This is an optimization exercise on Yosys and OpenROAD, whose aim is small area and a short achievable clock period, not a production implementation.
RTL that was checked went through simulation tests only; none was proved equivalent to the original.
Only the layout flow was run in runs 2 to 4; the RTL was not checked for function there.
No driver is modelled on the clock port, so clocking that relies on it looks cheaper here than on a real chip.
Power is estimated from default activity; no workload was simulated.

## design/flow/flow/post_grt.tcl

```tcl
# after global routing and its timing repair: recover area again, reroute the
# nets whose cells changed and write the guides again for detailed routing
set ::downsize_parasitics -global_routing
set ::downsize_guard 0.6e-9
global_route -start_incremental
source [file join [file dirname [info script]] downsize.tcl]
global_route -end_incremental
estimate_parasitics -global_routing
write_guides $::env(RESULTS_DIR)/route.guide
```

## design/flow/design.v

```verilog
`timescale 1ns/1ps
module apb_cfg_regs #(
	parameter int CNT_W = 32
) (
	input  logic             clk200_i,
	input  logic             gc_rst,
	input  logic             apb_psel_i,
	input  logic             apb_penable_i,
	input  logic             apb_pwrite_i,
	input  logic [7:0]       apb_paddr_i,
	input  logic [31:0]      apb_pwdata_i,
	output logic [31:0]      apb_prdata_o,
	output logic             apb_pready_o,
	output logic             apb_pslverr_o,
	output logic             cfg_enable,
	output logic             cfg_start,
	output logic [2:0]       cfg_mode,
	output logic [5:0]       cfg_index_bits,
	output logic [5:0]       cfg_stop_bits,
	output logic [13:0]      cfg_tdc_shift,
	output logic             shift_wr,
	output logic [31:0]      cfg_gate0,
	output logic [31:0]      cfg_gate1,
	input  logic [CNT_W-1:0] cnt_total,
	input  logic [CNT_W-1:0] cnt_click0,
	input  logic [CNT_W-1:0] cnt_click1,
	input  logic             cnt_latched
);
	localparam int TIME_W = 14;
	localparam logic [7:0] REG_CTRL   = 8'h00;
	localparam logic [7:0] REG_FRAME  = 8'h04;
	localparam logic [7:0] REG_SHIFT  = 8'h08;
	localparam logic [7:0] REG_GATE0  = 8'h0C;
	localparam logic [7:0] REG_GATE1  = 8'h10;
	localparam logic [7:0] REG_TOTAL  = 8'h14;
	localparam logic [7:0] REG_CLICK0 = 8'h18;
	localparam logic [7:0] REG_CLICK1 = 8'h1C;
	localparam logic [2:0] MODE_OFF = 3'd0;
	logic addr_hit;
	logic wr_en;
	assign addr_hit = (apb_paddr_i[7:5] == 3'd0) && (apb_paddr_i[1:0] == 2'd0);
	assign apb_pready_o  = 1'b1;
	assign apb_pslverr_o = apb_psel_i & apb_penable_i & ~addr_hit;
	assign wr_en         = apb_psel_i & apb_penable_i & apb_pwrite_i & addr_hit;
	always_ff @(posedge clk200_i or posedge gc_rst) begin
		if (gc_rst) begin
			cfg_enable     <= 1'b0;
			cfg_start      <= 1'b0;
			cfg_mode       <= MODE_OFF;
			cfg_index_bits <= '0;
			cfg_stop_bits  <= '0;
			cfg_tdc_shift  <= '0;
			cfg_gate0      <= '0;
			cfg_gate1      <= '0;
		end else if (wr_en) begin
			case (apb_paddr_i)
				REG_CTRL: begin
					cfg_enable <= apb_pwdata_i[0];
					cfg_start  <= apb_pwdata_i[1];
					cfg_mode   <= apb_pwdata_i[4:2];
				end
				REG_FRAME: begin
					cfg_index_bits <= apb_pwdata_i[5:0];
					cfg_stop_bits  <= apb_pwdata_i[13:8];
				end
				REG_SHIFT: cfg_tdc_shift <= apb_pwdata_i[TIME_W-1:0];
				REG_GATE0: cfg_gate0 <= apb_pwdata_i;
				REG_GATE1: cfg_gate1 <= apb_pwdata_i;
				default: ;
			endcase
		end
	end
	assign shift_wr = wr_en && (apb_paddr_i == REG_SHIFT);
	always_comb begin
		case (apb_paddr_i)
			REG_CTRL:   apb_prdata_o = {23'd0, cnt_latched, 3'd0, cfg_mode, cfg_start, cfg_enable};
			REG_FRAME:  apb_prdata_o = {16'd0, 2'd0, cfg_stop_bits, 2'd0, cfg_index_bits};
			REG_SHIFT:  apb_prdata_o = {18'd0, cfg_tdc_shift};
			REG_GATE0:  apb_prdata_o = cfg_gate0;
			REG_GATE1:  apb_prdata_o = cfg_gate1;
			REG_TOTAL:  apb_prdata_o = 32'(cnt_total);
			REG_CLICK0: apb_prdata_o = 32'(cnt_click0);
			REG_CLICK1: apb_prdata_o = 32'(cnt_click1);
			default:    apb_prdata_o = '0;
		endcase
	end
endmodule
`timescale 1ns/1ps
module stop_frame_rx (
	input  logic        clk200_i,
	input  logic        gc_rst,
	input  logic        frame_i,
	input  logic        sdi_i,
	input  logic        cfg_enable,
	input  logic [5:0]  cfg_index_bits,
	input  logic [5:0]  cfg_stop_bits,
	input  logic [13:0] shift_i,
	input  logic [13:0] shift_wdata_i,
	input  logic        shift_wr_i,
	output logic        stop_valid_o,
	output logic [31:0] word_o
);
	localparam int TDC_W = 32;
	localparam int STRETCH_CYCLES = 4;
	localparam logic [2:0] IDLE       = 3'd0;
	localparam logic [2:0] WAIT_FRAME = 3'd1;
	localparam logic [2:0] SKIP_INDEX = 3'd2;
	localparam logic [2:0] SHIFT_STOP = 3'd3;
	localparam logic [2:0] HOLD       = 3'd4;
	logic [2:0]       state;
	logic [6:0]       bit_cnt;
	logic             sdi_r;
	logic             sdi_2r;
	logic [TDC_W-1:0] shreg;
	logic [TDC_W-1:0] shreg_next;
	logic             last_bit;
	logic [TDC_W-1:0] sum_reg;
	logic [TDC_W-1:0] sum_wr;
	assign shreg_next = {shreg[TDC_W-2:0], sdi_2r};
	assign last_bit   = (state == SHIFT_STOP) && (bit_cnt == '0);
	assign sum_reg    = shreg_next + {18'd0, shift_i};
	assign sum_wr     = shreg_next + {18'd0, shift_wdata_i};
	always_ff @(posedge clk200_i or posedge gc_rst) begin
		if (gc_rst) begin
			state        <= IDLE;
			stop_valid_o <= 1'b0;
		end else begin
			stop_valid_o <= 1'b0;
			case (state)
				IDLE: begin
					if (cfg_enable)
						state <= WAIT_FRAME;
				end
				WAIT_FRAME: begin
					if (!cfg_enable)
						state <= IDLE;
					else if (frame_i)
						state <= SKIP_INDEX;
				end
				SKIP_INDEX: begin
					if (bit_cnt == '0)
						state <= SHIFT_STOP;
				end
				SHIFT_STOP: begin
					if (bit_cnt == '0) begin
						state        <= HOLD;
						stop_valid_o <= 1'b1;
					end
				end
				HOLD: begin
					if (bit_cnt == '0)
						state <= WAIT_FRAME;
				end
				default: state <= IDLE;
			endcase
		end
	end
	always_ff @(posedge clk200_i) begin
		if (state == WAIT_FRAME)
			bit_cnt <= {1'b0, cfg_index_bits} + 7'd1;
		else if (state == SKIP_INDEX && bit_cnt == '0)
			bit_cnt <= {1'b0, cfg_stop_bits} - 7'd1;
		else if (state == SHIFT_STOP && bit_cnt == '0)
			bit_cnt <= 7'(STRETCH_CYCLES - 1);
		else
			bit_cnt <= bit_cnt - 7'd1;
	end
	always_ff @(posedge clk200_i) begin
		sdi_r  <= sdi_i;
		sdi_2r <= sdi_r;
		if (state == WAIT_FRAME)
			shreg <= '0;
		else if (last_bit)
			shreg <= shift_wr_i ? sum_wr : sum_reg;
		else if (state == SHIFT_STOP)
			shreg <= shreg_next;
	end
	assign word_o = shreg;
endmodule
`timescale 1ns/1ps
module click_timestamp (
	input  logic        clk200_i,
	input  logic        gc_rst,
	input  logic        pps_i,
	input  logic        cfg_start,
	input  logic [2:0]  cfg_mode,
	input  logic [31:0] cfg_gate0,
	input  logic [31:0] cfg_gate1,
	input  logic        stop_valid_i,
	input  logic [31:0] word_i,
	output logic        click_pulse_o,
	output logic        in_gate0_o,
	output logic        in_gate1_o,
	output logic        gc_running_o,
	output logic        rec_valid_o,
	output logic [1:0]  rec_click_o,
	output logic [47:0] rec_gc_o,
	output logic [31:0] rec_tdc_o
);
	localparam int GC_W   = 48;
	localparam int TIME_W = 14;
	localparam int GATE_PERIOD = 625;
	localparam int GC_LATENCY = 12;
	localparam logic [GC_W-1:0] GC_INIT = {GC_W{1'b1}} - GC_W'(GC_LATENCY);
	localparam logic [2:0] MODE_NO_GATE = 3'd1;
	localparam logic [2:0] MODE_GATED   = 3'd2;
	localparam logic [1:0] IDLE       = 2'd0;
	localparam logic [1:0] WAIT_START = 2'd1;
	localparam logic [1:0] DETECT_PPS = 2'd2;
	localparam logic [1:0] RUN        = 2'd3;
	logic [1:0]        state;
	logic              pps_r;
	logic [GC_W-1:0]   gcm;
	logic [TIME_W-1:0] fine;
	logic [4:0]        k625;
	logic [9:0]        gate_mod;
	logic [TIME_W-1:0] k_off;
	logic [TIME_W-1:0] fine_off;
	logic [3:0]        bucket;
	logic [3:0]        bucket_r;
	logic              hit_g0;
	logic              hit_g1;
	logic              phase_hi;
	logic              phase_zero;
	logic              stop_run;
	logic              rec_take;
	logic [1:0]        rec_code;
	logic [2:0]        slot_lo;
	logic              stamp_cy;
	assign fine = word_i[TIME_W-1:0];
	always_comb begin
		k625  = '0;
		k_off = '0;
		for (int i = 1; i <= 26; i++) begin
			if (fine >= 14'(GATE_PERIOD * i)) begin
				k625  = 5'(i);
				k_off = 14'(GATE_PERIOD * i);
			end
		end
	end
	assign fine_off = fine - k_off;
	assign gate_mod = fine_off[9:0];
	assign phase_hi = k625[0];
	assign bucket   = (k625[4:1] >= 4'd8) ? 4'd9 : k625[4:1] + 4'd1;
	function automatic logic gate_hit(input logic [9:0] t, input logic [31:0] g);
		logic [10:0] hi;
		hi = {1'b0, g[9:0]} + {3'd0, g[31:24]};
		gate_hit = (g[23:10] == '0) && (t >= g[9:0]) && ({1'b0, t} < hi);
	endfunction
	assign hit_g0     = gate_hit(gate_mod, cfg_gate0);
	assign hit_g1     = gate_hit(gate_mod, cfg_gate1);
	assign phase_zero = (gate_mod == '0) && !phase_hi;
	assign stop_run     = stop_valid_i && (state == RUN);
	assign gc_running_o = state == RUN;
	always_comb begin
		rec_take = 1'b0;
		rec_code = 2'b11;
		case (cfg_mode)
			MODE_NO_GATE: rec_take = 1'b1;
			MODE_GATED: begin
				rec_take = (hit_g0 | hit_g1) & ~phase_zero;
				rec_code = {~hit_g0, phase_hi};
			end
			default: rec_take = 1'b0;
		endcase
	end
	always_ff @(posedge clk200_i or posedge gc_rst) begin
		if (gc_rst) begin
			state         <= IDLE;
			rec_valid_o   <= 1'b0;
			click_pulse_o <= 1'b0;
		end else begin
			case (state)
				IDLE: state <= WAIT_START;
				WAIT_START: begin
					if (cfg_start && !pps_i)
						state <= DETECT_PPS;
				end
				DETECT_PPS: begin
					if (!cfg_start)
						state <= WAIT_START;
					else if (pps_i && !pps_r)
						state <= RUN;
				end
				RUN: ;
				default: state <= IDLE;
			endcase
			rec_valid_o   <= stop_run & rec_take;
			click_pulse_o <= stop_run;
		end
	end
	always_ff @(posedge clk200_i) begin
		pps_r <= pps_i;
		if (state == RUN)
			gcm <= gcm + 1'b1;
		else
			gcm <= GC_INIT;
		in_gate0_o  <= hit_g0;
		in_gate1_o  <= hit_g1;
		rec_click_o <= rec_code;
		bucket_r    <= bucket;
	end
	assign slot_lo   = word_i[TIME_W+2:TIME_W] + 3'd1 + {2'd0, bucket_r[3]};
	assign stamp_cy  = (word_i[TIME_W+2:TIME_W] == 3'd6) & bucket_r[3];
	assign rec_gc_o  = {gcm[GC_W-1:6] + {41'd0, stamp_cy}, slot_lo, bucket_r[2:0]};
	assign rec_tdc_o = word_i;
endmodule
`timescale 1ns/1ps
module click_rate_counters #(
	parameter int WINDOW_CYCLES = 1000,
	parameter int CNT_W = $clog2(WINDOW_CYCLES / 8 + 2)
) (
	input  logic             clk200_i,
	input  logic             gc_rst,
	input  logic             click_pulse_i,
	input  logic             in_gate0_i,
	input  logic             in_gate1_i,
	input  logic             gc_running_i,
	output logic [CNT_W-1:0] cnt_total,
	output logic [CNT_W-1:0] cnt_click0,
	output logic [CNT_W-1:0] cnt_click1,
	output logic             cnt_latched,
	output logic             count_valid_o
);
	localparam int WIN_W = $clog2(WINDOW_CYCLES);
	logic [WIN_W-1:0] win_cnt;
	logic             win_end;
	logic [CNT_W-1:0] total_cnt;
	logic [CNT_W-1:0] click0_cnt;
	logic [CNT_W-1:0] click1_cnt;
	logic [CNT_W-1:0] total_next;
	logic [CNT_W-1:0] click0_next;
	logic [CNT_W-1:0] click1_next;
	assign win_end = gc_running_i && (win_cnt == WIN_W'(WINDOW_CYCLES - 1));
	assign total_next  = total_cnt + CNT_W'(click_pulse_i);
	assign click0_next = click0_cnt + CNT_W'(click_pulse_i & in_gate0_i);
	assign click1_next = click1_cnt + CNT_W'(click_pulse_i & in_gate1_i);
	always_ff @(posedge clk200_i) begin
		if (!gc_running_i || win_end) begin
			win_cnt    <= '0;
			total_cnt  <= '0;
			click0_cnt <= '0;
			click1_cnt <= '0;
		end else begin
			win_cnt    <= win_cnt + 1'b1;
			total_cnt  <= total_next;
			click0_cnt <= click0_next;
			click1_cnt <= click1_next;
		end
	end
	always_ff @(posedge clk200_i or posedge gc_rst) begin
		if (gc_rst) begin
			count_valid_o <= 1'b0;
			cnt_total     <= '0;
			cnt_click0    <= '0;
			cnt_click1    <= '0;
			cnt_latched   <= 1'b0;
		end else begin
			count_valid_o <= win_end;
			if (win_end) begin
				cnt_total   <= total_next;
				cnt_click0  <= click0_next;
				cnt_click1  <= click1_next;
				cnt_latched <= 1'b1;
			end
		end
	end
endmodule
`timescale 1ns/1ps
module tdc_click_top #(
	parameter int WINDOW_CYCLES = 1000
) (
	input  logic        clk200_i,
	input  logic        gc_rst,
	input  logic        apb_psel_i,
	input  logic        apb_penable_i,
	input  logic        apb_pwrite_i,
	input  logic [7:0]  apb_paddr_i,
	input  logic [31:0] apb_pwdata_i,
	output logic [31:0] apb_prdata_o,
	output logic        apb_pready_o,
	output logic        apb_pslverr_o,
	input  logic        frame_i,
	input  logic        sdi_i,
	input  logic        pps_i,
	output logic        rec_valid_o,
	output logic [1:0]  rec_click_o,
	output logic [47:0] rec_gc_o,
	output logic [31:0] rec_tdc_o,
	output logic        count_valid_o
);
	localparam int CNT_W = $clog2(WINDOW_CYCLES / 8 + 2);
	logic        cfg_enable;
	logic        cfg_start;
	logic [2:0]  cfg_mode;
	logic [5:0]  cfg_index_bits;
	logic [5:0]  cfg_stop_bits;
	logic [13:0] cfg_tdc_shift;
	logic [31:0] cfg_gate0;
	logic [31:0] cfg_gate1;
	logic [CNT_W-1:0] cnt_total;
	logic [CNT_W-1:0] cnt_click0;
	logic [CNT_W-1:0] cnt_click1;
	logic             cnt_latched;
	logic        stop_valid;
	logic [31:0] word;
	logic        shift_wr;
	logic        click_pulse;
	logic        in_gate0;
	logic        in_gate1;
	logic        gc_running;
	apb_cfg_regs #(
		.CNT_W (CNT_W)
	) i_apb_regs (
		.clk200_i       (clk200_i),
		.gc_rst         (gc_rst),
		.apb_psel_i     (apb_psel_i),
		.apb_penable_i  (apb_penable_i),
		.apb_pwrite_i   (apb_pwrite_i),
		.apb_paddr_i    (apb_paddr_i),
		.apb_pwdata_i   (apb_pwdata_i),
		.apb_prdata_o   (apb_prdata_o),
		.apb_pready_o   (apb_pready_o),
		.apb_pslverr_o  (apb_pslverr_o),
		.cfg_enable     (cfg_enable),
		.cfg_start      (cfg_start),
		.cfg_mode       (cfg_mode),
		.cfg_index_bits (cfg_index_bits),
		.cfg_stop_bits  (cfg_stop_bits),
		.cfg_tdc_shift  (cfg_tdc_shift),
		.shift_wr       (shift_wr),
		.cfg_gate0      (cfg_gate0),
		.cfg_gate1      (cfg_gate1),
		.cnt_total      (cnt_total),
		.cnt_click0     (cnt_click0),
		.cnt_click1     (cnt_click1),
		.cnt_latched    (cnt_latched)
	);
	stop_frame_rx i_frame_rx (
		.clk200_i       (clk200_i),
		.gc_rst         (gc_rst),
		.frame_i        (frame_i),
		.sdi_i          (sdi_i),
		.cfg_enable     (cfg_enable),
		.cfg_index_bits (cfg_index_bits),
		.cfg_stop_bits  (cfg_stop_bits),
		.shift_i        (cfg_tdc_shift),
		.shift_wdata_i  (apb_pwdata_i[13:0]),
		.shift_wr_i     (shift_wr),
		.stop_valid_o   (stop_valid),
		.word_o         (word)
	);
	click_timestamp i_timestamp (
		.clk200_i      (clk200_i),
		.gc_rst        (gc_rst),
		.pps_i         (pps_i),
		.cfg_start     (cfg_start),
		.cfg_mode      (cfg_mode),
		.cfg_gate0     (cfg_gate0),
		.cfg_gate1     (cfg_gate1),
		.stop_valid_i  (stop_valid),
		.word_i        (word),
		.click_pulse_o (click_pulse),
		.in_gate0_o    (in_gate0),
		.in_gate1_o    (in_gate1),
		.gc_running_o  (gc_running),
		.rec_valid_o   (rec_valid_o),
		.rec_click_o   (rec_click_o),
		.rec_gc_o      (rec_gc_o),
		.rec_tdc_o     (rec_tdc_o)
	);
	click_rate_counters #(
		.WINDOW_CYCLES (WINDOW_CYCLES),
		.CNT_W         (CNT_W)
	) i_rate_cnt (
		.clk200_i      (clk200_i),
		.gc_rst        (gc_rst),
		.click_pulse_i (click_pulse),
		.in_gate0_i    (in_gate0),
		.in_gate1_i    (in_gate1),
		.gc_running_i  (gc_running),
		.cnt_total     (cnt_total),
		.cnt_click0    (cnt_click0),
		.cnt_click1    (cnt_click1),
		.cnt_latched   (cnt_latched),
		.count_valid_o (count_valid_o)
	);
endmodule
```

## design/flow/flow/downsize.tcl

```tcl
# area recovery: give each logic cell the smallest drive strength of its kind
# that keeps every path within ::downsize_guard of the worst slack (and the
# worst slack itself) from getting slower, and keeps slew and load within 10%
# of their limits; flip-flops, clock tree cells and tie/tap/fill cells are
# left alone
estimate_parasitics $::downsize_parasitics
set ::ds_ts [expr {min(0.1, [sta::max_slew_check_slack_limit])}]
set ::ds_tc [expr {min(0.1, [sta::max_capacitance_check_slack_limit])}]
proc downsize_limits_ok {} {
  set s [sta::max_slew_check_slack_limit]
  set c [sta::max_capacitance_check_slack_limit]
  return [expr {$s >= $::ds_ts && $c >= $::ds_tc}]
}
set ws0 [sta::worst_slack_cmd max]
set a0 [rsz::design_area]
# paths with less slack than this count as critical while cells are swapped
set_clock_uncertainty -setup [expr {$ws0 + $::downsize_guard}] [all_clocks]
set tns [sta::total_negative_slack_cmd max]
set wsu [sta::worst_slack_cmd max]
set n 0
foreach inst [get_cells *] {
  set lc [get_property $inst ref_name]
  if {![regexp {^(sky130_fd_sc_hd__\w+?)_(\d+)$} $lc -> base sz]} continue
  if {[regexp {df|dl|clk|tap|fill|decap|conb|diode|lpflow|probe} $base]} continue
  set cands {}
  foreach s {0 1 2 4 6 8 12 16} {
    if {$s < $sz} {
      set c [get_lib_cells -quiet ${base}_$s]
      if {[llength $c]} { lappend cands $c }
    }
  }
  foreach c $cands {
    replace_cell $inst $c
    estimate_parasitics $::downsize_parasitics
    set t [sta::total_negative_slack_cmd max]
    if {$t >= $tns - 1e-13 && [sta::worst_slack_cmd max] >= $wsu - 1e-13 && [downsize_limits_ok]} {
      set tns $t
      incr n
      break
    }
    replace_cell $inst [get_lib_cells $lc]
    estimate_parasitics $::downsize_parasitics
  }
}
set_clock_uncertainty -setup 0 [all_clocks]
puts "downsize: $n cells, worst slack [sta::worst_slack_cmd max] (was $ws0), area [rsz::design_area] (was $a0)"
```

## design/flow/constraint.sdc

```tcl
create_clock -name core_clock -period 10.0 [get_ports {clk200_i}]
set_input_delay 2.0000 -clock core_clock [delete_from_list [all_inputs] [get_ports {clk200_i}]]
set_output_delay 2.0000 -clock core_clock [all_outputs]
set_load 0.01 [all_outputs]
```

## design/flow/flow/post_cts.tcl

```tcl
# after clock tree synthesis and its timing repair
set ::downsize_parasitics -placement
set ::downsize_guard 0.6e-9
source [file join [file dirname [info script]] downsize.tcl]
```

## design/flow/standard.sh

```bash
#!/bin/bash
# synth_recipe.tcl (not shown) runs the flow's synth.tcl, then flattens the netlist and writes it again
# the make line also repeats each setting of config.mk as NAME=value (left out here)
make -C /OpenROAD-flow-scripts/flow DESIGN_CONFIG=/design/flow/config.mk WORK_HOME=/design/flow/orfs CLKGATE_MAP_FILE= SYNTH_SCRIPT=/design/flow/synth_recipe.tcl "${@:-finish}"
```

## design/flow/config.mk

```make
export PLATFORM = sky130hd
export DESIGN_NAME = tdc_click_top
export DESIGN_NICKNAME = tdc_click_top
export VERILOG_FILES = /design/flow/design.v
export SDC_FILE = /design/flow/constraint.sdc
export NUM_CORES = 4
export LEC_CHECK = 0
export CAP_MARGIN = 20
export CORE_MARGIN = 2
export CORE_UTILIZATION = 40
export CTS_BUF_LIST = sky130_fd_sc_hd__clkbuf_8
export CTS_CLUSTER_DIAMETER = 60
export CTS_CLUSTER_SIZE = 16
export SETUP_SLACK_MARGIN = 4.5
export SLEW_MARGIN = 20
export TNS_END_PERCENT = 20
```

## design/flow/flow/run.sh

```bash
#!/bin/bash
# layout flow: the standard flow with the smallest buffer on the ports and an
# area recovery step (flow/downsize.tcl) after clock tree synthesis and after
# global routing
export BUFFER_PORTS_ARGS="-buffer_cell sky130_fd_sc_hd__buf_1"
export POST_CTS_TCL="$(pwd)/flow/post_cts.tcl"
export POST_GLOBAL_ROUTE_TCL="$(pwd)/flow/post_grt.tcl"
bash standard.sh > standard.log 2>&1
```

==> results of run 1 <==
flip-flops by register name, indices dropped and copies added (netlist names), 4 cells and up:
| signal | flops |
|---|---|
| i_timestamp.gcm | 48 |
| i_apb_regs.cfg_gate0 | 32 |
| i_apb_regs.cfg_gate1 | 32 |
| i_frame_rx.shreg | 32 |
| i_apb_regs.cfg_tdc_shift | 14 |
| i_rate_cnt.win_cnt | 10 |
| i_frame_rx.bit_cnt | 7 |
| i_rate_cnt.click0_cnt | 7 |
| i_rate_cnt.click1_cnt | 7 |
| i_rate_cnt.cnt_click0 | 7 |
| i_rate_cnt.cnt_click1 | 7 |
| i_rate_cnt.cnt_total | 7 |
| i_rate_cnt.total_cnt | 7 |
| i_apb_regs.cfg_index_bits | 6 |
| i_apb_regs.cfg_stop_bits | 6 |
| i_timestamp.bucket_r | 4 |
worst reg2reg max path, cell delays in order, from the launching register on:
cell and delay (ps):
dfxtp_1 330, buf_4 230, o21a_1 240, a41o_1 240, a41oi_1 360, o21ai_0 190, nor2_1 260, nor4_2 90
a21oi_1 180, inv_1 70, ha_2 200, fa_2 350, nand2b_1 160, a21oi_2 170, a21o_1 160, a21oi_2 80
o21a_1 200, xor2_2 160, inv_2 90, ha_1 290, o21ai_0 160, a21oi_1 80, a21oi_1 160, o21ai_1 120
a2111oi_4 340, o31ai_2 120, a41oi_1 180
per-layer routing:
layer	vias up	GRT usage (%)	share of wire, %
met5	-	0	0.027
met4	2	6.204	2.5
met3	83	2.876	5.6
met2	461	37.08	46
met1	7001	32.31	46
li1	6864	-	-
final timing paths:
path	startpoint	endpoint	slack, ps	cells after the start
setup / recovery	apb_paddr_i[7]	apb_prdata_o[2]	4430	10
hold / removal	i_frame_rx.sdi_r	i_frame_rx.sdi_2r	330	0
setup reg to reg	i_frame_rx.shreg[1]	i_timestamp.rec_valid_o	4750	26
hold reg to reg	i_frame_rx.sdi_r	i_frame_rx.sdi_2r	330	0
max in group asynchronous	gc_rst	i_frame_rx.state[2]	7110	3
min in group asynchronous	gc_rst	i_apb_regs.cfg_gate1[21]	1570	2
layout make-up:
class / instances / area [sq um]
fill: 3974 / 21450
multi-input combinational: 1412 / 9823
sequential: 255 / 5767
timing repair buffer: 217 / 930.9
tap: 525 / 656.9
clock buffer: 31 / 426.7
inverter: 59 / 225.2
clock inverter: 22 / 182.7
metrics by stage:
step	area (sq um)	utilization [%]	setup WS (ps)
2_1_floorplan	15920	-	4496
3_3_place_gp	17000	43.07	3220
3_5_place_dp	17000	43.08	3246
6_report	18010	45.65	4430
power breakdown:
part | internal [uW] | switching, uW
Clock | 346 | 409
Combinational | 205 | 351
Sequential | 1060 | 45.2
layout by cell type (no fill, tap or decap), drive strengths merged, types with 12 or more instances in the layout:
master and count:
mux2 95, ha 93, nand3 77, nor2 131, xor2 67, nand2 225, nor2b 18, and2 23
a222oi 15, and3 34, clkbuf 34, nand4 31, o21ai 109, or3 20, nor3 38, nor4 29
dfxtp 129, a22o 19, o21a 12, nand2b 20, inv 69, dfrtp 126, a22oi 17, buf 212
a21oi 74, xnor2 76
logic make-up (layout without fill, tap and decap cells):
group / after synthesis / after routing
simple gates: 684 / 684
compound gates: 376 / 377
flops: 255 / 255
buf+inv: 150 / 329
xor+xnor: 143 / 143
mux: 106 / 106
fa+ha+maj: 101 / 101
other cells: 1 / 1
==> impl_metrics.env, run 1 <==
export IMPL_status="finished clean"
export IMPL_diodes=0
export IMPL_nNetsFinal=2119
export IMPL_start_util_pct=40.27
export IMPL_drcViolationCount=0
export IMPL_antenna_found_initial=1
export IMPL_synth_top_area_cell="dfrtp_1"
export IMPL_yosysUniqueCellTypes=77
export IMPL_first_iter_violations=1028
export IMPL_skew_ps=85.35
export IMPL_synth_nets=1961
export IMPL_synth_edf_count=0
export IMPL_worstSetupPathType="in2out"
export IMPL_layout_min_cycle_time_ps=5570
export IMPL_max_freq_ghz=0.1795
export IMPL_end_kind="output port"
export IMPL_synth_compound_area_share_pct=15.99
export IMPL_ios=166
export IMPL_synthAdderAreaFrac_pct=8.079
export IMPL_synth_main_ff_cell="dfxtp_1"
export IMPL_dpl_cell_count=2432
export IMPL_async_reset_ff_share_pct=49.41
export IMPL_synth_seq_cells=255
export IMPL_synthMuxAreaShare_pct=7.426
export IMPL_worstPathRequired_ps=8000
export IMPL_peakVddDrop_mv=0.1048
export IMPL_max_cap_violations=0
export IMPL_grt_pass1_vias=13600
export IMPL_crit_family="buffers and inverters"
export IMPL_coreArea_sq_um=39460
export IMPL_rows=73
export IMPL_hp_class="reg2reg"
export IMPL_synth_simple_area_share_pct=20.81
export IMPL_drv_slew=0
export IMPL_die_height_um=203.3
export IMPL_postSynthAreaPerCell_sq_um=8.749
export IMPL_crit_buf_inv=5
export IMPL_critPathArrivalTime_ps=3570
export IMPL_synth_top_family_by_area="simple AND/OR/NAND/NOR gates"
export IMPL_drive_gt1_share_pct=7.164
export IMPL_path_max_fanout=10
export IMPL_tns_ps=0
export IMPL_period_share_pct=55.70
export IMPL_die_area_sq_um=41330
export IMPL_critPathMaxStageDelay_ps=350
export IMPL_dp_hpwl_um=35740
export IMPL_overflow=0
export IMPL_cts_sinks=255
export IMPL_floorplan_die_width_um=203.3
export IMPL_yosysSeqAreaShare_pct=36.10
export IMPL_worstMarginPinSlew_ps=1144
export IMPL_relSlewSlack_pct=23.29
export IMPL_cts_tree="built"
export IMPL_netlist_top_cells_area="dfrtp_1 (20%), dfxtp_1 (16%), ha_1 (7.3%)"
export IMPL_synth_xor_area_share_pct=7.883
export IMPL_area_delta_synth_final_pct=13.36
export IMPL_slowest_stage="a222oi_1"
export IMPL_grt_max_degree=77
export IMPL_power_density_nw_per_um2=134.2
export IMPL_synth_cells=1816
export IMPL_synth_most_common_cell="nand2_1"
export IMPL_routed_via_density=5.716
export IMPL_hold_worst_slack_ps=332.7
export IMPL_setup_viol=0
export IMPL_leakagePower_uw=0.007876
export IMPL_grt_pass1_wl_um=76310
export IMPL_worst_path_most_repeated_cell="buf_2"
export IMPL_synth_top_area_share_pct=19.84
export IMPL_ys_warn_count=4
export IMPL_cp_cell_sequence="buf_2 > nor3_4 > buf_2 > nand2b_4 > nor2_1 > buf_4 > buf_2 > a222oi_1 > nand4_1 > buf_1"
export IMPL_p_total_uw=2418
export IMPL_clkTransAtPathRegs_ps=50
export IMPL_finalHoldViolations=0
export IMPL_netlist_area_sq_um=15890
export IMPL_wl_per_cell_um=19.45
export IMPL_numPortBuffers=164
export IMPL_clkLatencyLatePin_ps=630
export IMPL_routed_wl_um=49040
export IMPL_dr_pass1_iters=5
export IMPL_synth_common_cells="nand2_1 (225), nor2_1 (131), dfxtp_1 (129)"
export IMPL_critPathLaunchType="input pin"
export IMPL_instances_no_fill=2521
export IMPL_gp_congestion=0.9425
export IMPL_num_vias=14410
export IMPL_drtAntennaViolNets=0
export IMPL_grtUsageTotal_pct=22.94
==> run 2: changes to the inputs <==
--- a/design/flow/design.v
+++ b/design/flow/design.v
@@ -116,8 +116,14 @@
 	logic             last_bit;
-	logic [TDC_W-1:0] sum_reg;
-	logic [TDC_W-1:0] sum_wr;
+	logic [14:0]      sum_reg;
+	logic [14:0]      sum_wr;
+	logic [14:0]      sum_lo;
+	logic [TDC_W-1:14] up;
+	logic [TDC_W-1:14] up_inc;
 	assign shreg_next = {shreg[TDC_W-2:0], sdi_2r};
 	assign last_bit   = (state == SHIFT_STOP) && (bit_cnt == '0);
-	assign sum_reg    = shreg_next + {18'd0, shift_i};
-	assign sum_wr     = shreg_next + {18'd0, shift_wdata_i};
+	assign sum_reg    = {1'b0, shreg_next[13:0]} + {1'b0, shift_i};
+	assign sum_wr     = {1'b0, shreg_next[13:0]} - {1'b1, ~shift_wdata_i} - 15'd1;
+	assign sum_lo     = shift_wr_i ? sum_wr : sum_reg;
+	assign up         = shreg_next[TDC_W-1:14];
+	assign up_inc     = up + 1'b1;
 	always_ff @(posedge clk200_i or posedge gc_rst) begin
@@ -173,3 +179,3 @@
 		else if (last_bit)
-			shreg <= shift_wr_i ? sum_wr : sum_reg;
+			shreg <= {sum_lo[14] ? up_inc : up, sum_lo[13:0]};
 		else if (state == SHIFT_STOP)
==> design/flow/flow/post_cts.tcl (replaced) <==
# after clock tree synthesis and its timing repair
set ::downsize_parasitics -placement
set ::downsize_guard 0.3e-9
source [file join [file dirname [info script]] downsize.tcl]
--- a/design/flow/flow/post_grt.tcl
+++ b/design/flow/flow/post_grt.tcl
@@ -3,3 +3,3 @@
 set ::downsize_parasitics -global_routing
-set ::downsize_guard 0.6e-9
+set ::downsize_guard 0.3e-9
 global_route -start_incremental
--- a/design/flow/config.mk
+++ b/design/flow/config.mk
@@ -15,2 +15 @@
 export SLEW_MARGIN = 20
-export TNS_END_PERCENT = 20
==> impl_metrics.env, run 2 <==
export IMPL_status="finished clean"
export IMPL_rows=73
export IMPL_power_density_nw_per_um2=100.1
export IMPL_finalHoldViolations=0
export IMPL_gp_congestion=0.9501
export IMPL_crit_buf_inv=5
export IMPL_overflow=0
export IMPL_diodes=0
export IMPL_drv_slew=0
export IMPL_grt_pass1_vias=14390
export IMPL_largest_register="i_timestamp.gcm"
export IMPL_grt_max_degree=76
export IMPL_area_delta_synth_final_pct=13.09
export IMPL_synth_top_area_share_pct=19.40
export IMPL_first_iter_violations=1003
export IMPL_routed_via_density=5.737
export IMPL_start_util_pct=40.72
export IMPL_die_height_um=205.6
export IMPL_hold_worst_slack_ps=353.4
export IMPL_synth_top_area_cell="dfrtp_1"
export IMPL_clkLatencyLatePin_ps=600
export IMPL_netlist_area_sq_um=16250
export IMPL_synth_most_common_cell="nand2_1"
export IMPL_worstSetupPathType="in2out"
export IMPL_path_max_fanout=7
export IMPL_instances_no_fill=2608
export IMPL_crit_family="buffers and inverters"
export IMPL_grt_pass1_wl_um=81070
export IMPL_async_reset_ff_share_pct=49.41
export IMPL_fillers=3954
export IMPL_nNetsFinal=2227
export IMPL_synth_edf_count=0
export IMPL_end_kind="output port"
export IMPL_p_total_uw=1840
export IMPL_worstPathRequired_ps=8000
export IMPL_synth_cells=1915
export IMPL_cp_cell_sequence="buf_1 > nor3_2 > buf_2 > nand2b_1 > buf_2 > nor2_4 > buf_2 > a222oi_1 > nand4_1 > buf_1"
export IMPL_grtUsageTotal_pct=24.45
export IMPL_synth_main_ff_cell="dfxtp_1"
export IMPL_die_area_sq_um=42270
export IMPL_setup_viol=0
export IMPL_dp_hpwl_um=38320
export IMPL_dpl_cell_count=2530
export IMPL_synth_common_cells="nand2_1 (257), nor2_1 (133), dfxtp_1 (129)"
export IMPL_cts_tree="built"
export IMPL_critPathLaunchType="input pin"
export IMPL_yosysUniqueCellTypes=82
export IMPL_ff_latch_area_sq_um=5773
export IMPL_tns_ps=0
export IMPL_layout_min_cycle_time_ps=5579
export IMPL_yosysSeqAreaShare_pct=35.29
export IMPL_drtAntennaViolNets=0
export IMPL_hp_class="reg2reg"
export IMPL_period_share_pct=55.79
export IMPL_numPortBuffers=164
export IMPL_clkTransAtPathRegs_ps=90
export IMPL_ys_warn_count=4
export IMPL_netlist_top_cells_area="dfrtp_1 (19%), dfxtp_1 (16%), ha_1 (8.4%)"
export IMPL_layout_common_cells="nand2_1 (257), buf_1 (166), o21ai_0 (138)"
export IMPL_synth_nets=2077
export IMPL_routed_wl_um=52940
export IMPL_ios=166
export IMPL_largest_reg_flops=48
export IMPL_final_common_cell="nand2_1"
export IMPL_slowest_stage="a222oi_1"
export IMPL_num_vias=14960
export IMPL_critPathArrivalTime_ps=3580
export IMPL_leakagePower_uw=0.008360
export IMPL_synth_seq_cells=255
export IMPL_worst_path_most_repeated_cell="buf_2"
export IMPL_dr_pass1_iters=6
export IMPL_critPathMaxStageDelay_ps=420
export IMPL_peakVddDrop_mv=0.07869
export IMPL_worstMarginPinSlew_ps=1207
export IMPL_postSynthAreaPerCell_sq_um=8.488
export IMPL_drcViolationCount=0
export IMPL_max_cap_violations=0
export IMPL_coreArea_sq_um=39910
export IMPL_multi_input_area_sq_um=10150
export IMPL_cts_sinks=255
export IMPL_wl_per_cell_um=20.30
export IMPL_floorplan_die_width_um=205.6
export IMPL_relSlewSlack_pct=19.40
export IMPL_antenna_found_initial=2
export IMPL_drive_gt1_share_pct=7.537
export IMPL_skew_ps=64.27
export IMPL_max_freq_ghz=0.1793
[run 2: layout make-up]
type                            count  share of cell area [%]
Clock buffer                       28                   2.097
Timing Repair Buffer              219                   5.548
Multi-Input combinational cell   1497                   55.23
Tap cell                          525                   3.574
Inverter                           67                   1.389
Sequential cell                   255                   31.41
Clock inverter                     17                  0.7556
[run 2: worst paths after layout]
check                                    start                  endpoint  slack, ps  cells past startpoint
max                             apb_paddr_i[5]           apb_prdata_o[3]       4420                     10
min                           i_frame_rx.sdi_r         i_frame_rx.sdi_2r        350                      0
max reg2reg                i_frame_rx.shreg[6]   i_timestamp.rec_valid_o       4600                     27
min reg2reg                   i_frame_rx.sdi_r         i_frame_rx.sdi_2r        350                      0
max in group asynchronous               gc_rst  i_apb_regs.cfg_gate0[23]       7080                      3
min in group asynchronous               gc_rst  i_rate_cnt.cnt_click0[5]       1610                      2
[run 2: routing by layer]
| layer | GRT usage, % | up-vias | wire length, um |
|---|---|---|---|
| met2 | 40.64 | 463 | 24810 |
| met3 | 4.387 | 135 | 3413 |
| met1 | 30.84 | 7215 | 22080 |
| li1 | - | 7147 | - |
| met5 | 0 | - | 16 |
| met4 | 11.18 | 2 | 2616 |
[run 2: cells by family (layout without fill, tap and decap cells)]
kind of cell | after synthesis | in the layout | synth area share, %
adder cells (fa/ha/maj) | 115 | 115 | 9.068
flip-flops | 255 | 255 | 35.29
other | 1 | 1 | 0.02307
multiplexers | 63 | 63 | 4.357
AO/OA/AOI/OAI | 423 | 423 | 16.94
XOR/XNOR | 162 | 162 | 8.729
AND/OR/NAND/NOR | 733 | 733 | 21.63
buffers and inverters | 163 | 331 | 3.964
[run 2: power by group]
part           leakage (uW)  internal [uW]  switching (uW)
clock              0.000307            303             392
combinational       0.00536           36.0            56.9
sequential          0.00270           1040            15.6
total               0.00836           1380             464
[run 2: through the flow]
| stage | area [sq um] | utilization (%) | worst slack [ps] |
|---|---|---|---|
| after floorplan | 16260 | - | 4577 |
| after global placement | 17340 | 43.45 | 3734 |
| after detailed placement | 17360 | 43.48 | 3786 |
| final | 18380 | 46.05 | 4421 |
==> run 3: changes to the inputs <==
--- a/design/flow/design.v
+++ b/design/flow/design.v
@@ -39,2 +39,3 @@
 	logic addr_hit;
+	logic [31:0] rd_sel;
 	logic wr_en;
@@ -74,14 +75,14 @@
 	always_comb begin
-		case (apb_paddr_i)
-			REG_CTRL:   apb_prdata_o = {23'd0, cnt_latched, 3'd0, cfg_mode, cfg_start, cfg_enable};
-			REG_FRAME:  apb_prdata_o = {16'd0, 2'd0, cfg_stop_bits, 2'd0, cfg_index_bits};
-			REG_SHIFT:  apb_prdata_o = {18'd0, cfg_tdc_shift};
-			REG_GATE0:  apb_prdata_o = cfg_gate0;
-			REG_GATE1:  apb_prdata_o = cfg_gate1;
-			REG_TOTAL:  apb_prdata_o = 32'(cnt_total);
-			REG_CLICK0: apb_prdata_o = 32'(cnt_click0);
-			REG_CLICK1: apb_prdata_o = 32'(cnt_click1);
-			default:    apb_prdata_o = '0;
+		case (apb_paddr_i[4:2])
+			3'd0:    rd_sel = {23'd0, cnt_latched, 3'd0, cfg_mode, cfg_start, cfg_enable};
+			3'd1:    rd_sel = {16'd0, 2'd0, cfg_stop_bits, 2'd0, cfg_index_bits};
+			3'd2:    rd_sel = {18'd0, cfg_tdc_shift};
+			3'd3:    rd_sel = cfg_gate0;
+			3'd4:    rd_sel = cfg_gate1;
+			3'd5:    rd_sel = 32'(cnt_total);
+			3'd6:    rd_sel = 32'(cnt_click0);
+			default: rd_sel = 32'(cnt_click1);
 		endcase
 	end
+	assign apb_prdata_o = rd_sel & {32{addr_hit}};
 endmodule
@@ -116,14 +117,8 @@
 	logic             last_bit;
-	logic [14:0]      sum_reg;
-	logic [14:0]      sum_wr;
-	logic [14:0]      sum_lo;
-	logic [TDC_W-1:14] up;
-	logic [TDC_W-1:14] up_inc;
+	logic [TDC_W-1:0] sum_reg;
+	logic [TDC_W-1:0] sum_wr;
 	assign shreg_next = {shreg[TDC_W-2:0], sdi_2r};
 	assign last_bit   = (state == SHIFT_STOP) && (bit_cnt == '0);
-	assign sum_reg    = {1'b0, shreg_next[13:0]} + {1'b0, shift_i};
-	assign sum_wr     = {1'b0, shreg_next[13:0]} - {1'b1, ~shift_wdata_i} - 15'd1;
-	assign sum_lo     = shift_wr_i ? sum_wr : sum_reg;
-	assign up         = shreg_next[TDC_W-1:14];
-	assign up_inc     = up + 1'b1;
+	assign sum_reg    = shreg_next + {18'd0, shift_i};
+	assign sum_wr     = shreg_next + {18'd0, shift_wdata_i};
 	always_ff @(posedge clk200_i or posedge gc_rst) begin
@@ -179,3 +174,3 @@
 		else if (last_bit)
-			shreg <= {sum_lo[14] ? up_inc : up, sum_lo[13:0]};
+			shreg <= shift_wr_i ? sum_wr : sum_reg;
 		else if (state == SHIFT_STOP)
==> impl_metrics.env, run 3 <==
export IMPL_grt_pass1_wl_um=75390
export IMPL_skew_ps=40.21
export IMPL_final_common_cell="nand2_1"
export IMPL_postSynthAreaPerCell_sq_um=8.653
export IMPL_area_delta_synth_final_pct=11.14
export IMPL_yosysUniqueCellTypes=80
export IMPL_cts_sinks=255
export IMPL_worstMarginPinSlew_ps=1090
export IMPL_grtUsageTotal_pct=22.28
export IMPL_worstSetupPathType="in2out"
export IMPL_floorplan_die_width_um=205.3
export IMPL_clkTransAtPathRegs_ps=90
export IMPL_relSlewSlack_pct=27.35
export IMPL_layout_common_cells="nand2_1 (208), buf_1 (181), nor2_1 (156)"
export IMPL_power_density_nw_per_um2=128.5
export IMPL_hp_class="reg2reg"
export IMPL_crit_family="simple AND/OR/NAND/NOR gates"
export IMPL_ios=166
export IMPL_grt_max_degree=76
export IMPL_async_reset_ff_share_pct=49.41
export IMPL_num_vias=14600
export IMPL_critPathArrivalTime_ps=3640
export IMPL_synth_edf_count=0
export IMPL_synth_cells=1874
export IMPL_synth_top_area_share_pct=19.44
export IMPL_drv_slew=0
export IMPL_first_iter_violations=1247
export IMPL_synth_common_cells="nand2_1 (209), nor2_1 (162), dfxtp_1 (129)"
export IMPL_drive_gt1_share_pct=5.302
export IMPL_die_area_sq_um=42160
export IMPL_diodes=0
export IMPL_dr_pass1_iters=6
export IMPL_synth_most_common_cell="nand2_1"
export IMPL_cts_tree="built"
export IMPL_netlist_top_cells_area="dfrtp_1 (19%), dfxtp_1 (16%), ha_1 (7.6%)"
export IMPL_rows=73
export IMPL_grt_pass1_vias=13900
export IMPL_largest_register="i_timestamp.gcm"
export IMPL_max_freq_ghz=0.1774
export IMPL_post_route_util_pct=45.15
export IMPL_synth_nets=2024
export IMPL_layout_min_cycle_time_ps=5638
export IMPL_end_kind="output port"
export IMPL_path_max_fanout=25
export IMPL_routed_via_density=5.743
export IMPL_routed_wl_um=48260
export IMPL_dp_hpwl_um=34500
export IMPL_critPathLaunchType="input pin"
export IMPL_clkLatencyLatePin_ps=620
export IMPL_synth_top_area_cell="dfrtp_1"
export IMPL_wl_per_cell_um=18.98
export IMPL_netlist_area_sq_um=16220
export IMPL_status="finished clean"
export IMPL_numPortBuffers=164
export IMPL_drtAntennaViolNets=0
export IMPL_yosysSeqAreaShare_pct=35.37
export IMPL_peakVddDrop_mv=0.09109
export IMPL_antenna_found_initial=2
export IMPL_start_util_pct=40.63
export IMPL_critPathMaxStageDelay_ps=540
export IMPL_drcViolationCount=0
export IMPL_worstPathRequired_ps=8000
export IMPL_crit_buf_inv=3
export IMPL_finalHoldViolations=0
export IMPL_leakagePower_uw=0.007966
export IMPL_nNetsFinal=2146
export IMPL_cp_cell_sequence="buf_1 > or4_1 > nor2_1 > buf_2 > nand2_4 > nor2_1 > buf_1"
export IMPL_setup_viol=0
export IMPL_ys_warn_count=4
export IMPL_tns_ps=0
export IMPL_die_height_um=205.3
export IMPL_largest_reg_flops=48
export IMPL_place_area_sq_um=17190
export IMPL_synth_seq_cells=255
export IMPL_coreArea_sq_um=39910
export IMPL_slowest_stage="or4_1"
export IMPL_gp_congestion=0.8974
export IMPL_overflow=0
export IMPL_period_share_pct=56.38
export IMPL_postLayoutCellArea_sq_um=18020
export IMPL_max_cap_violations=0
export IMPL_synth_main_ff_cell="dfxtp_1"
==> run 3: cell families (layout without fill, tap and decap cells) <==
| family | Yosys count | after routing | share of synthesized area [%] |
|---|---|---|---|
| flip-flops | 255 | 255 | 35.37 |
| buffers and inverters | 172 | 314 | 4.252 |
| adder cells (fa/ha/maj) | 102 | 102 | 8.056 |
| multiplexers | 111 | 111 | 7.847 |
| XOR/XNOR | 152 | 152 | 8.295 |
| AO/OA/AOI/OAI | 389 | 389 | 15.61 |
| other | 1 | 1 | 0.02313 |
| AND/OR/NAND/NOR | 692 | 694 | 20.55 |
==> run 3: layout make-up <==
| cell class | count | area (sq um) |
|---|---|---|
| Inverter | 63 | 237.7 |
| Clock buffer | 31 | 426.7 |
| Sequential cell | 255 | 5777 |
| Multi-Input combinational cell | 1449 | 9941 |
| Clock inverter | 21 | 163.9 |
| Timing Repair Buffer | 199 | 819.5 |
| Fill cell | 3977 | 21890 |
| Tap cell | 525 | 656.9 |
==> run 3: metrics by stage <==
step                setup WS, ps  total power, uW  hold slack, ps  std cells
floorplan                   4178             1445           309.6       1874
global placement            3602             1563           373.0       2464
detailed placement          3518             1574           363.2       2464
finish                      4362             2315           349.3       2543
==> run 3: path summary, 6_finish.rpt <==
kind / from / to / slack [ps] / depth (start not counted)
worst max-delay path: apb_paddr_i[7] / apb_prdata_o[7] / 4360 / 7
worst min-delay path: i_frame_rx.sdi_r / i_frame_rx.sdi_2r / 350 / 0
worst max register to register: i_frame_rx.shreg[4] / i_timestamp.rec_valid_o / 4440 / 25
worst min register to register: i_frame_rx.sdi_r / i_frame_rx.sdi_2r / 350 / 0
max in group asynchronous: gc_rst / i_apb_regs.cfg_gate1[0] / 6940 / 3
min in group asynchronous: gc_rst / i_apb_regs.cfg_gate1[11] / 1520 / 2
==> run 3: power by group <==
part           leakage [uW]  total [uW]  internal (uW)  switching [uW]
logic               0.00491         502            204             298
clock network      0.000346         739            333             406
registers           0.00271        1070           1050            27.9
==> run 3: metal layers <==
layer  vias up  part of all wire [%]  GRT usage, %
met5         -                     0             0
met4         0                   3.0         6.937
met3        95                   6.7         3.912
met2       517                    46         36.35
met1      7024                    44         30.01
li1       6968                     -             -
==> run 4: changes to the inputs <==
--- a/design/flow/config.mk
+++ b/design/flow/config.mk
@@ -15 +15,2 @@
 export SLEW_MARGIN = 20
+export TNS_END_PERCENT = 20
==> impl_metrics.env, run 4 <==
export IMPL_die_height_um=205.3
export IMPL_area_delta_synth_final_pct=10.61
export IMPL_power_density_nw_per_um2=126.9
export IMPL_async_reset_ff_share_pct=49.41
export IMPL_hold_worst_slack_ps=348.2
export IMPL_synth_nets=2024
export IMPL_min_path_cells=0
export IMPL_routed_via_density=5.700
export IMPL_antenna_found_initial=2
export IMPL_synthAdderAreaFrac_pct=8.056
export IMPL_synth_top_family_by_area="simple AND/OR/NAND/NOR gates"
export IMPL_synthMuxAreaShare_pct=7.847
export IMPL_netlist_area_sq_um=16220
export IMPL_synth_cells=1874
export IMPL_multi_input_area_sq_um=9931
export IMPL_clkLatencyLatePin_ps=600
export IMPL_cp_depth=8
export IMPL_max_freq_ghz=0.1767
export IMPL_dr_pass1_iters=5
export IMPL_yosysSeqAreaShare_pct=35.37
export IMPL_fillers=3964
export IMPL_cts_tree="built"
export IMPL_rows=73
export IMPL_worstMarginPinSlew_ps=1200
export IMPL_diodes=0
export IMPL_synth_xor_area_share_pct=8.295
export IMPL_p_total_uw=2276
export IMPL_synth_common_cells="nand2_1 (209), nor2_1 (162), dfxtp_1 (129)"
export IMPL_finalHoldViolations=0
export IMPL_post_route_util_pct=44.94
export IMPL_peakVddDrop_mv=0.07527
export IMPL_tns_ps=0
export IMPL_relSlewSlack_pct=19.83
export IMPL_routed_wl_um=47420
export IMPL_grt_max_degree=71
export IMPL_setup_viol=0
export IMPL_synth_compound_area_share_pct=15.61
export IMPL_floorplan_die_width_um=205.3
export IMPL_crit_family="compound AO/OA/AOI/OAI gates"
export IMPL_path_max_fanout=23
export IMPL_start_util_pct=40.63
export IMPL_grt_pass1_vias=13710
export IMPL_nNetsFinal=2147
export IMPL_clkTransAtPathRegs_ps=80
export IMPL_largest_reg_flops=48
export IMPL_numPortBuffers=164
export IMPL_hp_class="reg2reg"
export IMPL_dp_hpwl_um=34450
export IMPL_cp_cell_sequence="buf_1 > buf_2 > nor2_2 > a22oi_1 > nor2_1 > a221oi_1 > nor2_1 > buf_1"
export IMPL_status="finished clean"
export IMPL_ys_warn_count=4
export IMPL_largest_register="i_timestamp.gcm"
export IMPL_synth_main_ff_cell="dfxtp_1"
export IMPL_overflow=0
export IMPL_max_cap_violations=0
export IMPL_drive_gt1_share_pct=4.861
export IMPL_drtAntennaViolNets=0
export IMPL_ios=166
export IMPL_drcViolationCount=0
export IMPL_synth_simple_area_share_pct=20.55
export IMPL_synth_top_area_cell="dfrtp_1"
export IMPL_crit_buf_inv=3
export IMPL_die_area_sq_um=42160
export IMPL_layout_common_cells="nand2_1 (208), buf_1 (186), nor2_1 (155)"
export IMPL_synth_most_common_cell="nand2_1"
export IMPL_critPathMaxStageDelay_ps=450
export IMPL_final_common_cell="nand2_1"
export IMPL_ff_latch_area_sq_um=5764
export IMPL_netlist_top_cells_area="dfrtp_1 (19%), dfxtp_1 (16%), ha_1 (7.6%)"
export IMPL_synth_top_area_share_pct=19.44
export IMPL_rr_worst_depth=26
export IMPL_critPathLaunchType="input pin"
export IMPL_wl_per_cell_um=18.66
export IMPL_end_kind="output port"
export IMPL_gp_congestion=0.9115
export IMPL_period_share_pct=56.60
export IMPL_slowest_stage="a221oi_1"
export IMPL_place_area_sq_um=17210
export IMPL_synth_seq_cells=255
export IMPL_worstPathRequired_ps=8000
export IMPL_synth_edf_count=0
export IMPL_worstSetupPathType="in2out"
export IMPL_postLayoutCellArea_sq_um=17940
export IMPL_skew_ps=56.28
export IMPL_first_iter_violations=1126
export IMPL_coreArea_sq_um=39910
export IMPL_postSynthAreaPerCell_sq_um=8.653
export IMPL_yosysUniqueCellTypes=80
export IMPL_grtUsageTotal_pct=21.88
export IMPL_cts_sinks=255
export IMPL_leakagePower_uw=0.007914
export IMPL_critPathArrivalTime_ps=3660
export IMPL_layout_min_cycle_time_ps=5660
export IMPL_grt_pass1_wl_um=74250
export IMPL_drv_slew=0
export IMPL_num_vias=14480
run 4: layout make-up:
| cell class | count | area share [%] |
|---|---|---|
| Tap cell | 525 | 3.662 |
| Sequential cell | 255 | 32.14 |
| Clock buffer | 28 | 2.149 |
| Multi-Input combinational cell | 1448 | 55.37 |
| Inverter | 63 | 1.332 |
| Clock inverter | 20 | 0.8580 |
| Timing Repair Buffer | 202 | 4.492 |
run 4: kinds of logic after synthesis:
kind of cell               after synthesis
AOI/OAI and AO/OA                      389
xor gates and xnor gates               152
adders and majority gates              102
buffers and inverters                  172
DFF                                    255
muxes                                  111
other                                    1
and+or+nand+nor                        692
run 4: per-layer routing:
metal | part of all wire [%] | track usage, % | vias up
met5 | 0.027 | 0 | -
met4 | 2.7 | 5.961 | 2
met3 | 6.3 | 3.104 | 97
met2 | 47 | 36.05 | 483
met1 | 44 | 29.97 | 6940
li1 | - | - | 6962
run 4: where the power goes:
part / internal, uW / switching, uW
sequential: 1050 / 26.3
clock: 306 / 395
combinational: 201 / 300
run 4: metrics by stage:
| stage | setup slack [ps] | cells |
|---|---|---|
| 6_report | 4340 | 2541 |
| 3_5_place_dp | 3518 | 2467 |
| 3_3_place_gp | 3584 | 2467 |
| 2_1_floorplan | 4178 | 1874 |
run 4: worst reg2reg max path, delay by kind of cell (launching register included):
kind | cells | cell delay (ps)
AND/OR/NAND/NOR | 8 | 1030
buffers and inverters | 1 | 200
AO/OA/AOI/OAI | 14 | 2980
XOR/XNOR | 1 | 290
flip-flops | 1 | 380
adder cells (fa/ha/maj) | 2 | 590
run 4: final timing paths:
check | end | slack, ps | from
max reg2reg | i_timestamp.rec_valid_o | 4450 | i_frame_rx.shreg[7]
min in group asynchronous | i_apb_regs.cfg_gate0[18] | 1490 | gc_rst
max in group asynchronous | i_apb_regs.cfg_gate1[5] | 7050 | gc_rst
max | apb_prdata_o[9] | 4340 | apb_paddr_i[3]
min | i_frame_rx.sdi_2r | 350 | i_frame_rx.sdi_r
min reg2reg | i_frame_rx.sdi_2r | 350 | i_frame_rx.sdi_r

port drivers added, routing unchanged:
The flow's constraints put no driver on any port. The routed layouts listed below were extracted and timed again, unchanged, in two steps. Step 1 sets driving cells, clkbuf_16 on the clock port and buf_2 on the other inputs (assumed; they add their load-dependent delay and slew). Step 2 also shifts input and output timing later by t, the mid clock arrival at the registers, as if the neighbouring blocks saw the same clock. a / b / c = ideal ports / drivers / drivers and shift; a / b = the first two.
run | t, ns | setup slack, ns | worst data-port slew with drivers (ns)
run 1 | 0.645 | 4.430 / 4.410 / 3.951 | 0.07
run 2 | 0.619 | 4.421 / 4.385 / 3.996 | 0.08
run 3 | 0.653 | 4.362 / 4.340 / 3.793 | 0.07
run 4 | 0.623 | 4.340 / 4.298 / 3.777 | 0.06
After both steps every run listed still meets setup and hold. For run 3, which loses most, drivers alone change the setup slack by -0.022 ns; drivers and shift together by -0.569 ns.
